Context: an optimization exercise on an open-source flow, tuned for small area, a short achievable clock period and few clock cycles per item. The choices shown serve that exercise and are no tape-out recipe. In this exercise RTL edits were held to simulation tests only and were not proved equivalent to the original.

--- design/flow/config.mk ---
export PLATFORM = sky130hd
export DESIGN_NAME = density_matrix_rk4_step
export DESIGN_NICKNAME = density_matrix_rk4_step
export VERILOG_FILES = /design/flow/design.v
export SDC_FILE = /design/flow/constraint.sdc
export NUM_CORES = 4
export LEC_CHECK = 0
export CAP_MARGIN = 20
export CORE_MARGIN = 2
export CORE_UTILIZATION = 30
export PLACE_DENSITY = 0.5
export SLEW_MARGIN = 20
--- design/flow/constraint.sdc ---
create_clock -name core_clock -period 12.0 [get_ports {clock}]
set_input_delay 2.4000 -clock core_clock [delete_from_list [all_inputs] [get_ports {clock}]]
set_output_delay 2.4000 -clock core_clock [all_outputs]
set_load 0.01 [all_outputs]
--- design/flow/design.v ---
`default_nettype none
package dmrk_pkg;
   localparam int FRAC_BITS  = 24;
   localparam int CSR_ADDR_W = 3;
   localparam logic signed [31:0] Q_ONE     = 32'sd1 <<< FRAC_BITS;
   localparam logic signed [31:0] Q_MAX     = 32'sh7fff_ffff;
   localparam logic signed [31:0] Q_MIN     = 32'sh8000_0000;
   localparam logic signed [63:0] MUL_ROUND = 64'sd1 <<< (FRAC_BITS - 1);
   localparam logic [30:0]        STEP_RESET = 31'd1 << FRAC_BITS;
   localparam logic [31:0] RECIP_THIRD = 32'haaaa_aaab;
   localparam logic REG_STEP_SIZE = 1'b0;
   localparam logic [4:0] STEP_FIRST_D = 5'd9;
   localparam logic [4:0] STEP_UPD     = 5'd10;
   localparam logic [4:0] STEP_LAST    = 5'd26;
   localparam logic [1:0] STAGE_LAST   = 2'd3;
   typedef enum logic [3:0] {
      ST_IDLE   = 4'b0001,
      ST_DIV    = 4'b0010,
      ST_STAGE  = 4'b0100,
      ST_FINISH = 4'b1000
   } dmrk_state_type;
   typedef struct packed {
      logic start;
      logic load_lower;
      logic slot_free;
   } dmrk_ctl_type;
   typedef struct packed {
      logic idle;
      logic done;
   } dmrk_stat_type;
   typedef logic signed [31:0] dmrk_q_type;
   function automatic signed [31:0] sat_add(input dmrk_q_type a, input dmrk_q_type b);
      logic signed [32:0] s;
      s = {a[31], a} + {b[31], b};
      if (s[32] != s[31]) begin
         sat_add = s[32] ? Q_MIN : Q_MAX;
      end else begin
         sat_add = s[31:0];
      end
   endfunction
   function automatic signed [31:0] sat_sub(input dmrk_q_type a, input dmrk_q_type b);
      logic signed [32:0] s;
      s = {a[31], a} - {b[31], b};
      if (s[32] != s[31]) begin
         sat_sub = s[32] ? Q_MIN : Q_MAX;
      end else begin
         sat_sub = s[31:0];
      end
   endfunction
endpackage
`default_nettype wire
`default_nettype none
module dmrk_mulq
(
   input  logic       clock,
   input  dmrk_pkg::dmrk_q_type op_a,
   input  dmrk_pkg::dmrk_q_type op_b,
   output dmrk_pkg::dmrk_q_type prod_ff
);
   logic signed [63:0] full;
   logic signed [63:0] rnd;
   logic signed [63:0] shr;
   dmrk_pkg::dmrk_q_type         prod_in;
   always_comb begin
      full = 64'(op_a) * 64'(op_b);
      rnd  = full + dmrk_pkg::MUL_ROUND;
      shr  = rnd >>> dmrk_pkg::FRAC_BITS;
      if (shr > 64'(dmrk_pkg::Q_MAX)) begin
         prod_in = dmrk_pkg::Q_MAX;
      end else if (shr < 64'(dmrk_pkg::Q_MIN)) begin
         prod_in = dmrk_pkg::Q_MIN;
      end else begin
         prod_in = shr[31:0];
      end
   end
   always_ff @(posedge clock) begin
      prod_ff <= prod_in;
   end
endmodule
`default_nettype wire
`default_nettype none
module dmrk_wdiv
(
   input  logic        clock,
   input  logic        reset,
   input  logic        start,
   input  logic [30:0] step_size,
   output logic [31:0] third,
   output logic [31:0] sixth,
   output logic        fin_ff
);
   logic [31:0] num_ff, num_in, nsix_ff, nsix_in;
   logic [31:0] third_ff, third_in, sixth_ff, sixth_in;
   logic [1:0]  phase_ff, phase_in;
   logic        fin_in;
   logic [63:0] prod;
   logic [31:0] quot;
   always_comb begin
      prod     = 64'(num_ff) * 64'(dmrk_pkg::RECIP_THIRD);
      quot     = {1'b0, prod[63:33]};
      num_in   = num_ff;
      nsix_in  = nsix_ff;
      third_in = third_ff;
      sixth_in = sixth_ff;
      phase_in = phase_ff;
      fin_in   = 1'b0;
      if (start) begin
         num_in   = {1'b0, step_size} + 32'd1;
         nsix_in  = ({1'b0, step_size} + 32'd3) >> 1;
         phase_in = 2'b01;
      end else if (phase_ff[0]) begin
         third_in = quot;
         num_in   = nsix_ff;
         phase_in = 2'b10;
      end else if (phase_ff[1]) begin
         sixth_in = quot;
         phase_in = 2'b00;
         fin_in   = 1'b1;
      end
   end
   always_ff @(posedge clock) begin
      num_ff   <= num_in;
      nsix_ff  <= nsix_in;
      third_ff <= third_in;
      sixth_ff <= sixth_in;
      if (reset) begin
         phase_ff <= '0;
         fin_ff   <= 1'b0;
      end else begin
         phase_ff <= phase_in;
         fin_ff   <= fin_in;
      end
   end
   assign third = third_ff;
   assign sixth = sixth_ff;
endmodule
`default_nettype wire
`default_nettype none
module dmrk_core
(
   input  logic              clock,
   input  logic              reset,
   input  dmrk_pkg::dmrk_ctl_type      ctl,
   input  dmrk_pkg::dmrk_q_type        velocity,
   input  dmrk_pkg::dmrk_q_type        coupling_now,
   input  dmrk_pkg::dmrk_q_type        coupling_next,
   input  dmrk_pkg::dmrk_q_type        lower_energy_now,
   input  dmrk_pkg::dmrk_q_type        lower_energy_next,
   input  dmrk_pkg::dmrk_q_type        upper_energy_now,
   input  dmrk_pkg::dmrk_q_type        upper_energy_next,
   input  logic [30:0]       step_size,
   output dmrk_pkg::dmrk_stat_type     stat,
   output logic [7:0][31:0]  rho
);
   dmrk_pkg::dmrk_state_type state_ff, state_in;
   logic [1:0]     stage_ff, stage_in;
   logic [4:0]     step_ff, step_in;
   dmrk_pkg::dmrk_q_type v_ff, v_in, g0_ff, g0_in, g1_ff, g1_in;
   dmrk_pkg::dmrk_q_type l0_ff, l0_in, l1_ff, l1_in, u0_ff, u0_in, u1_ff, u1_in;
   dmrk_pkg::dmrk_q_type wt3_ff, wt3_in, wt6_ff, wt6_in;
   dmrk_pkg::dmrk_q_type sr_ff, sr_in, si_ff, si_in, fr_ff, fr_in, fi_ff, fi_in, de_ff, de_in;
   dmrk_pkg::dmrk_q_type vg_ff, vg_in, pr_ff, pr_in, pi_ff, pi_in, qr_ff, qr_in, qi_ff, qi_in;
   logic [7:0][31:0] r_ff, r_in;
   logic [7:0][31:0] y_ff, y_in;
   logic [7:0][31:0] a_ff, a_in;
   logic [7:0][31:0] d_ff, d_in;
   dmrk_pkg::dmrk_q_type         mul_a, mul_b, mul_p;
   dmrk_pkg::dmrk_q_type         sg, sl, su, adv, wt;
   logic signed [32:0] gs, ls, us;
   logic [3:0]         oi, oc;
   logic               div_start, div_fin;
   logic [31:0]        div_third, div_sixth;
   dmrk_mulq u_mulq (
      .clock   (clock),
      .op_a    (mul_a),
      .op_b    (mul_b),
      .prod_ff (mul_p)
   );
   dmrk_wdiv u_wdiv (
      .clock     (clock),
      .reset     (reset),
      .start     (div_start),
      .step_size (step_size),
      .third     (div_third),
      .sixth     (div_sixth),
      .fin_ff    (div_fin)
   );
   assign div_start = ctl.start && !ctl.load_lower;
   always_comb begin
      gs = {g0_ff[31], g0_ff} + {g1_ff[31], g1_ff};
      ls = {l0_ff[31], l0_ff} + {l1_ff[31], l1_ff};
      us = {u0_ff[31], u0_ff} + {u1_ff[31], u1_ff};
      if (stage_ff == 2'd0) begin
         sg = g0_ff;
         sl = l0_ff;
         su = u0_ff;
      end else if (stage_ff == dmrk_pkg::STAGE_LAST) begin
         sg = g1_ff;
         sl = l1_ff;
         su = u1_ff;
      end else begin
         sg = gs[32:1];
         sl = ls[32:1];
         su = us[32:1];
      end
      adv = (stage_ff < 2'd2) ? {2'b0, step_size[30:1]} : {1'b0, step_size};
      wt  = (stage_ff == 2'd0 || stage_ff == dmrk_pkg::STAGE_LAST) ? wt6_ff : wt3_ff;
      oi  = 4'(step_ff - dmrk_pkg::STEP_UPD);
      oc  = 4'(step_ff - dmrk_pkg::STEP_UPD - 5'd1);
   end
   always_comb begin
      mul_a = v_ff;
      mul_b = sg;
      case (step_ff)
         5'd1: begin
            mul_a = mul_p;
            mul_b = sr_ff;
         end
         5'd2: begin
            mul_a = vg_ff;
            mul_b = si_ff;
         end
         5'd3: begin
            mul_a = vg_ff;
            mul_b = fr_ff;
         end
         5'd4: begin
            mul_a = vg_ff;
            mul_b = fi_ff;
         end
         5'd5: begin
            mul_a = y_ff[3];
            mul_b = de_ff;
         end
         5'd6: begin
            mul_a = y_ff[2];
            mul_b = de_ff;
         end
         5'd7: begin
            mul_a = y_ff[5];
            mul_b = de_ff;
         end
         5'd8: begin
            mul_a = y_ff[4];
            mul_b = de_ff;
         end
         default: begin
            if (step_ff >= dmrk_pkg::STEP_UPD) begin
               mul_a = oi[0] ? adv : wt;
               mul_b = d_ff[oi[3:1]];
            end
         end
      endcase
   end
   always_comb begin
      state_in = state_ff;
      stage_in = stage_ff;
      step_in  = step_ff;
      v_in  = v_ff;
      g0_in = g0_ff;
      g1_in = g1_ff;
      l0_in = l0_ff;
      l1_in = l1_ff;
      u0_in = u0_ff;
      u1_in = u1_ff;
      wt3_in = wt3_ff;
      wt6_in = wt6_ff;
      sr_in = sr_ff;
      si_in = si_ff;
      fr_in = fr_ff;
      fi_in = fi_ff;
      de_in = de_ff;
      vg_in = vg_ff;
      pr_in = pr_ff;
      pi_in = pi_ff;
      qr_in = qr_ff;
      qi_in = qi_ff;
      r_in = r_ff;
      y_in = y_ff;
      a_in = a_ff;
      d_in = d_ff;
      stat.idle = (state_ff == dmrk_pkg::ST_IDLE);
      stat.done = 1'b0;
      unique case (state_ff)
         dmrk_pkg::ST_IDLE: begin
            if (ctl.start) begin
               if (ctl.load_lower) begin
                  for (int k = 0; k < 8; k++) begin
                     r_in[k] = '0;
                  end
                  r_in[0]  = dmrk_pkg::Q_ONE;
                  state_in = dmrk_pkg::ST_FINISH;
               end else begin
                  v_in  = velocity;
                  g0_in = coupling_now;
                  g1_in = coupling_next;
                  l0_in = lower_energy_now;
                  l1_in = lower_energy_next;
                  u0_in = upper_energy_now;
                  u1_in = upper_energy_next;
                  y_in  = r_ff;
                  a_in  = r_ff;
                  state_in = dmrk_pkg::ST_DIV;
               end
            end
         end
         dmrk_pkg::ST_DIV: begin
            if (div_fin) begin
               wt3_in   = div_third;
               wt6_in   = div_sixth;
               stage_in = '0;
               step_in  = '0;
               state_in = dmrk_pkg::ST_STAGE;
            end
         end
         dmrk_pkg::ST_STAGE: begin
            step_in = step_ff + 5'd1;
            case (step_ff)
               5'd0: begin
                  sr_in = dmrk_pkg::sat_add(y_ff[2], y_ff[4]);
                  si_in = dmrk_pkg::sat_add(y_ff[3], y_ff[5]);
                  fr_in = dmrk_pkg::sat_sub(y_ff[0], y_ff[6]);
                  fi_in = dmrk_pkg::sat_sub(y_ff[1], y_ff[7]);
                  de_in = dmrk_pkg::sat_sub(sl, su);
               end
               5'd1: vg_in = mul_p;
               5'd2: pr_in = mul_p;
               5'd3: pi_in = mul_p;
               5'd4: qr_in = mul_p;
               5'd5: qi_in = mul_p;
               5'd6: d_in[2] = dmrk_pkg::sat_add(qr_ff, mul_p);
               5'd7: d_in[3] = dmrk_pkg::sat_sub(qi_ff, mul_p);
               5'd8: d_in[4] = dmrk_pkg::sat_sub(qr_ff, mul_p);
               dmrk_pkg::STEP_FIRST_D: begin
                  d_in[5] = dmrk_pkg::sat_add(qi_ff, mul_p);
                  d_in[0] = dmrk_pkg::sat_sub('0, pr_ff);
                  d_in[1] = dmrk_pkg::sat_sub('0, pi_ff);
                  d_in[6] = pr_ff;
                  d_in[7] = pi_ff;
               end
               default: begin
                  if (step_ff > dmrk_pkg::STEP_UPD) begin
                     if (!oc[0]) begin
                        a_in[oc[3:1]] = dmrk_pkg::sat_add(a_ff[oc[3:1]], mul_p);
                     end else begin
                        y_in[oc[3:1]] = dmrk_pkg::sat_add(r_ff[oc[3:1]], mul_p);
                     end
                  end
                  if (step_ff == dmrk_pkg::STEP_LAST) begin
                     step_in = '0;
                     if (stage_ff == dmrk_pkg::STAGE_LAST) begin
                        r_in     = a_ff;
                        state_in = dmrk_pkg::ST_FINISH;
                     end else begin
                        stage_in = stage_ff + 2'd1;
                     end
                  end
               end
            endcase
         end
         dmrk_pkg::ST_FINISH: begin
            if (ctl.slot_free) begin
               stat.done = 1'b1;
               state_in  = dmrk_pkg::ST_IDLE;
            end
         end
         default: state_in = dmrk_pkg::ST_IDLE;
      endcase
   end
   always_comb begin
      for (int k = 0; k < 8; k++) begin
         rho[k] = r_ff[k];
      end
   end
   always_ff @(posedge clock) begin
      v_ff  <= v_in;
      g0_ff <= g0_in;
      g1_ff <= g1_in;
      l0_ff <= l0_in;
      l1_ff <= l1_in;
      u0_ff <= u0_in;
      u1_ff <= u1_in;
      wt3_ff <= wt3_in;
      wt6_ff <= wt6_in;
      sr_ff <= sr_in;
      si_ff <= si_in;
      fr_ff <= fr_in;
      fi_ff <= fi_in;
      de_ff <= de_in;
      vg_ff <= vg_in;
      pr_ff <= pr_in;
      pi_ff <= pi_in;
      qr_ff <= qr_in;
      qi_ff <= qi_in;
      y_ff  <= y_in;
      a_ff  <= a_in;
      d_ff  <= d_in;
      if (reset) begin
         state_ff <= dmrk_pkg::ST_IDLE;
         stage_ff <= '0;
         step_ff  <= '0;
         for (int k = 0; k < 8; k++) begin
            r_ff[k] <= (k == 0) ? dmrk_pkg::Q_ONE : '0;
         end
      end else begin
         state_ff <= state_in;
         stage_ff <= stage_in;
         step_ff  <= step_in;
         r_ff     <= r_in;
      end
   end
endmodule
`default_nettype wire
`default_nettype none
module density_matrix_rk4_step
(
   input  logic                  clock,
   input  logic                  reset,
   input  logic                  req_valid,
   output logic                  req_ready,
   input  logic                  req_command,
   input  logic signed [31:0]    req_velocity,
   input  logic signed [31:0]    req_coupling_now,
   input  logic signed [31:0]    req_coupling_next,
   input  logic signed [31:0]    req_lower_energy_now,
   input  logic signed [31:0]    req_lower_energy_next,
   input  logic signed [31:0]    req_upper_energy_now,
   input  logic signed [31:0]    req_upper_energy_next,
   output logic                  rsp_valid,
   input  logic                  rsp_ready,
   output logic signed [31:0]    rsp_pop_lower_re,
   output logic signed [31:0]    rsp_pop_lower_im,
   output logic signed [31:0]    rsp_coher_up_re,
   output logic signed [31:0]    rsp_coher_up_im,
   output logic signed [31:0]    rsp_coher_down_re,
   output logic signed [31:0]    rsp_coher_down_im,
   output logic signed [31:0]    rsp_pop_upper_re,
   output logic signed [31:0]    rsp_pop_upper_im,
   input  logic                  psel,
   input  logic                  penable,
   input  logic                  pwrite,
   input  logic [dmrk_pkg::CSR_ADDR_W-1:0] paddr,
   input  logic [31:0]           pwdata,
   output logic [31:0]           prdata,
   output logic                  pready
);
   logic [30:0]      step_ff, step_in;
   logic             rsp_valid_ff, rsp_valid_in;
   logic [7:0][31:0] rsp_data_ff, rsp_data_in;
   logic [7:0][31:0] rho;
   dmrk_pkg::dmrk_ctl_type     ctl;
   dmrk_pkg::dmrk_stat_type    stat;
   assign pready = 1'b1;
   assign prdata = (paddr[2] == dmrk_pkg::REG_STEP_SIZE) ? {1'b0, step_ff} : '0;
   always_comb begin
      step_in = step_ff;
      if (psel && penable && pwrite && paddr[2] == dmrk_pkg::REG_STEP_SIZE) begin
         step_in = pwdata[30:0];
      end
   end
   assign req_ready      = stat.idle;
   assign ctl.start      = req_valid && stat.idle;
   assign ctl.load_lower = req_command;
   assign ctl.slot_free  = !rsp_valid_ff || rsp_ready;
   dmrk_core u_core (
      .clock             (clock),
      .reset             (reset),
      .ctl               (ctl),
      .velocity          (req_velocity),
      .coupling_now      (req_coupling_now),
      .coupling_next     (req_coupling_next),
      .lower_energy_now  (req_lower_energy_now),
      .lower_energy_next (req_lower_energy_next),
      .upper_energy_now  (req_upper_energy_now),
      .upper_energy_next (req_upper_energy_next),
      .step_size         (step_ff),
      .stat              (stat),
      .rho               (rho)
   );
   always_comb begin
      rsp_valid_in = rsp_valid_ff;
      rsp_data_in  = rsp_data_ff;
      if (rsp_valid_ff && rsp_ready) begin
         rsp_valid_in = 1'b0;
      end
      if (stat.done) begin
         rsp_valid_in = 1'b1;
         rsp_data_in  = rho;
      end
   end
   always_ff @(posedge clock) begin
      rsp_data_ff <= rsp_data_in;
      if (reset) begin
         step_ff      <= dmrk_pkg::STEP_RESET;
         rsp_valid_ff <= 1'b0;
      end else begin
         step_ff      <= step_in;
         rsp_valid_ff <= rsp_valid_in;
      end
   end
   assign rsp_valid         = rsp_valid_ff;
   assign rsp_pop_lower_re  = rsp_data_ff[0];
   assign rsp_pop_lower_im  = rsp_data_ff[1];
   assign rsp_coher_up_re   = rsp_data_ff[2];
   assign rsp_coher_up_im   = rsp_data_ff[3];
   assign rsp_coher_down_re = rsp_data_ff[4];
   assign rsp_coher_down_im = rsp_data_ff[5];
   assign rsp_pop_upper_re  = rsp_data_ff[6];
   assign rsp_pop_upper_im  = rsp_data_ff[7];
endmodule
`default_nettype wire
--- design/flow/run.sh ---
#!/bin/bash
# synth_recipe.tcl (not shown) runs the flow's synth.tcl, then flattens the netlist and writes it again
# the make line also repeats each setting of config.mk as NAME=value (left out here)
make -C /OpenROAD-flow-scripts/flow DESIGN_CONFIG=/design/flow/config.mk WORK_HOME=/design/flow/orfs CLKGATE_MAP_FILE= SYNTH_SCRIPT=/design/flow/synth_recipe.tcl finish
==> summary.txt <==
[worst max-delay path: cells and delay by family, from the launching register on]
family | cells | cell delay [ns]
adders and majority gates | 10 | 4.52
AOI/OAI and AO/OA | 10 | 2.17
and+or+nand+nor | 8 | 2.13
buffers and inverters | 12 | 2.02
DFF | 1 | 0.45
xor gates and xnor gates | 1 | 0.15
[logic make-up (layout without fill, tap and decap cells)]
kind of cell / Yosys count / in the layout / synth area share (%)
fa+ha+maj: 2534 / 2534 / 26.6
mux: 351 / 351 / 3.76
other cells: 2 / 15 / 0.00468
buf+inv: 2761 / 3845 / 6.47
compound gates: 3442 / 3442 / 13.4
xor+xnor: 557 / 557 / 3.04
simple gates: 3473 / 3473 / 9.77
flops: 2089 / 2089 / 37.0
[state kept, by name (all words and copies together) (netlist names), 256 cells and up]
register,flops
u_core.a_ff,256
u_core.d_ff,256
u_core.y_ff,256
rsp_data_ff,256
u_core.r_ff,256
[area by class of cell]
type                            count  area share [%]
Multi-Input combinational cell  10400            48.7
Inverter                         1973            3.91
Clock inverter                    131           0.871
Timing Repair Buffer             1385            6.75
Clock buffer                      356            3.74
Tap cell                         7020            4.63
Sequential cell                  2089            31.3
Antenna cell                       13          0.0172
[cells in the final DEF (no fill, tap or decap), types with 40 or more instances in the layout]
| cell | Yosys | final |
|---|---|---|
| nand3_1 | 383 | 380 |
| clkbuf_16 | 0 | 267 |
| nor2b_1 | 172 | 171 |
| maj3_1 | 71 | 71 |
| a211oi_1 | 137 | 112 |
| clkdlybuf4s50_1 | 0 | 551 |
| mux2_2 | 85 | 85 |
| fa_1 | 1486 | 1479 |
| mux4_2 | 192 | 192 |
| and2_1 | 176 | 174 |
| nand4_1 | 45 | 45 |
| edfxtp_1 | 1755 | 1755 |
| a21o_1 | 209 | 209 |
| and3_1 | 70 | 70 |
| buf_12 | 0 | 70 |
| o21a_1 | 96 | 95 |
| buf_4 | 2 | 744 |
| ha_1 | 977 | 969 |
| a22oi_1 | 426 | 426 |
| mux2i_1 | 73 | 69 |
| a222oi_1 | 92 | 92 |
| nor3_1 | 125 | 123 |
| dfxtp_1 | 334 | 331 |
| xor2_1 | 185 | 181 |
| a21oi_1 | 1015 | 1000 |
| o21ai_1 | 41 | 43 |
| o21bai_1 | 72 | 71 |
| nor2_1 | 638 | 631 |
| nand2_1 | 1582 | 1576 |
| a31oi_1 | 78 | 42 |
| o31ai_1 | 41 | 40 |
| or3_1 | 54 | 53 |
| inv_1 | 1971 | 1964 |
| nand2b_1 | 97 | 97 |
| clkbuf_1 | 731 | 80 |
| o211ai_1 | 80 | 80 |
| xnor2_1 | 372 | 369 |
| o21ai_0 | 891 | 876 |
[what timing repair did]
item | 4_1_cts | 5_1_grt
buffers inserted | 1 | 19
setup endpoints to repair | 32 | 32
resized for setup | 21 | 85
hold buffers | 0 | 0
cloned | 1 | 1
pin swaps | 6 | 45
[through the flow]
stage | hold WS [ns] | utilization [%]
global placement | 0.401 | 33.8
detailed placement | 0.405 | 33.8
global route | 0.410 | 35.6
floorplan | 0.400 | -
finish | 0.388 | 35.6
CTS | 0.397 | 35.5
[how the worst max path moves through the flow]
| stage | slack [ns] | end | start | cells after the start |
|---|---|---|---|---|
| detailed placement | -0.44 | u_core.u_mulq.prod_ff[0]$_SDFF_PN1_ | u_core.g1_ff[11]$_DFFE_PP_ | 44 |
| CTS | 0.002 | u_core.u_mulq.prod_ff[20]$_SDFF_PN1_ | u_core.g1_ff[11]$_DFFE_PP_ | 46 |
| floorplan | -5.46 | u_core.a_ff[0]$_DFFE_PP_ | u_core.step_ff[1]$_SDFFE_PP0P_ | 13 |
| global route | -0.03 | u_core.u_mulq.prod_ff[15]$_SDFF_PN1_ | u_core.g1_ff[13]$_DFFE_PP_ | 47 |
| finish | 0.33 | u_core.u_mulq.prod_ff[16]$_SDFF_PN1_ | u_core.step_ff[0]$_SDFFE_PP0P_ | 41 |
| global placement | -0.40 | u_core.u_mulq.prod_ff[0]$_SDFF_PN1_ | u_core.g1_ff[11]$_DFFE_PP_ | 44 |
[routing by layer]
metal / up-vias / routed length (um) / GRT usage [%]
li1: 54500 / - / -
met1: 63500 / 278000 / 32.7
met2: 5331 / 293000 / 36.8
met3: 797 / 54600 / 3.91
met4: 18 / 29400 / 8.68
met5: - / 107 / 0
==> metrics list <==
- In the final layout, flip-flops and latches occupy between 50000 and 60000 um2.
- Warnings from Yosys: 4
- Worst-case setup slack after placement: -0.445 ns
- The initialized floorplan defines about 270 standard-cell rows.
* Relative slew margins: roughly 17%
- For the worst flop-to-flop path, the logic depth is 41.
* Start point of the worst hold path: u_core.u_wdiv.third_ff[8]$_DFFE_PP_
- For this run, the post-layout net count is 18800.
* Number of nets with antenna violations after detailed routing: 0
- Synthesized area per cell: roughly 11 um2
* Final cell area excluding filler cells: roughly 190000 um2
- Clock tree from TritonCTS: built
* Flip-flop and latch count after synthesis: 2089
- Data required time at the worst endpoint: 12.77 ns
- Pin count of the biggest net entering global routing: between 150 and 200
* Cell count after synthesis: 15200
* # fillers: 53300
- STA classifies the critical path startpoint as a flop.
* Post-Synthesis Net Count: around 18000
- For this configuration, the core starts out at a cell density of a little under a third.
- Cts bufs inserted: about 270
* Reg-to-Reg Start: u_core.step_ff[0]$_SDFFE_PP0P_
- The path class of the tightest hold or removal check is reg -> reg.
- The number of antenna violations at the first check in global routing was between 70 and 80.
- The finished layout holds 23300 standard cells, fillers aside.
* Final weighted congestion of routability-driven global placement: about 0.97
- DRC: 0
- The number of global-route vias before repair was about 120k.
* Total count of max-transition violations in the final report: 0
- After layout, the worst setup slack is between 0.3 and 0.4 ns.
* Detailed-route wire length: between 600000 and 700000 um
* Die W: approximately 740 um
- The routed design could run at a clock period as short as about 12 ns.
- Critical path start-end classification: reg -> reg
* Highest achievable clock rate: ~0.086 GHz
- Count of distinct cell types in the synthesized netlist: just under 90
- Cell types with the largest area share after synthesis: edfxtp_1 33%, fa_1 19%, ha_1 7.6%, inv_1 4.6%, dfxtp_1 4.2%
* CP max-delay cell: fa_1
- DRT iter0 DRCs: 14500
- The run finished with no timing, DRC or antenna violations.
- Worst-margin pin slew: 1.25 ns
- Summed over all failing endpoints, the final setup total negative slack is 0 ns.
- Die span in y: 735 um
* Fraction of final layout cells with drive strength greater than 1: a little over a tenth
- Syn-to-layout area delta: 18.1%
* Min-Delay Endpoint: u_core.wt3_ff[8]$_DFFE_PP_
- The first global-routing pass estimated around 900000 um of wire.
- After synthesis, the most frequently instantiated cells are 1971 x inv_1, 1755 x edfxtp_1, 1582 x nand2_1.
- Setup slack of the most critical reg-to-reg path: approximately 0.33 ns
- Count of TritonRoute iterations in the first routing pass: 8
- Endpoint of the worst register-to-register path: u_core.u_mulq.prod_ff[16]$_SDFF_PN1_
- Full die area: ~540000 um2
- Fraction of the yosys area taken by sequential cells: approximately 37%
- STA puts the critical path data arrival time at about 12 ns.
- Clock-pin slew was measured on the worst setup and hold paths at 0.06 ns.
* Total instance count after detailed placement: about 23000
- The worst hold path passes through 0 cells.
- Endpoints failing setup: 0
- After detailed placement, the total cell area comes to 180000 um2.
- Clock skew on the completed layout was measured at ~0.10 ns.
* Via-to-Cell Ratio: approximately 5.3
- Across the run, the number of max-cap violations was 0.
* Count leader, synth: inv_1
- Among the stages of the critical path, the cell type that occurs most often is fa_1.
- The H-tree was split into 5 levels.
- Top-level port count: about 560
* Critical path capture point type: flop
- Clock latency on the worst-skew pair, taken at its later pin, is about 0.99 ns.
* Final cycle utilization of the critical path: around 100%
- During placement, the flow inserted port buffers numbering 552.
* Routed length per placed instance: 28.0 um
* GRT Total Usage: between 20% and 30%
* Area of the core region: approximately 530000 um2
- Ys async rst share: 0%
* Max Fanout on Critical Path: 12
* Half-perimeter wire length of the detailed placement result: 516000 um
* EDFF count, synth: 1755
* Area share of the largest cell type after synthesis: approximately 33%
- The number of failing hold endpoints at the final stage came to 0.
- The root buffer cell chosen for the clock tree is clkbuf_16.
- Combined area of the multi-input logic cells: a little over 90000 um2
- The most used flip-flop cell after synthesis is edfxtp_1.
* Longest Clk Path Bufs: 4
* Largest area contributor in the netlist: edfxtp_1
- Grt ovf: 0
* Total standard cell area after synthesis: ~160000 um2
* Vias after detailed routing: between 100k and 150k
* Number of sinks handled by clock tree synthesis: approximately 2100
- Worst stage delay on the critical path: 0.58 ns
Testbench counts, summed over its fixed seeds: cycles 173,926, steps 1,600.

-- afterwards: timing with drivers on the ports --
In the flow no input, the clock included, has a driving cell. The finished layout below was timed again as built, in two steps. Step 1, drivers: a clkbuf_16 drives clock and a buf_2 each remaining input, both assumed. Step 2 also shifts input and output timing later by t, the mid clock arrival at the registers, as if the neighbouring blocks saw the same clock. a / b / c = no drivers / after step 1 / after step 2; a / b = the first two.
t, ns: 1.048
setup WS [ns]: 0.329 / 0.329 / 0.329
worst hold slack (ns): 0.388 / 0.388 / 0.388
slew at the worst register clock pin (ns): 0.09 / 0.09
pins driven straight from the clock port: 1
After both steps setup and hold are still met in this run. For this run, drivers alone change the setup slack by 0.000 ns; drivers and shift together by 0.000 ns.
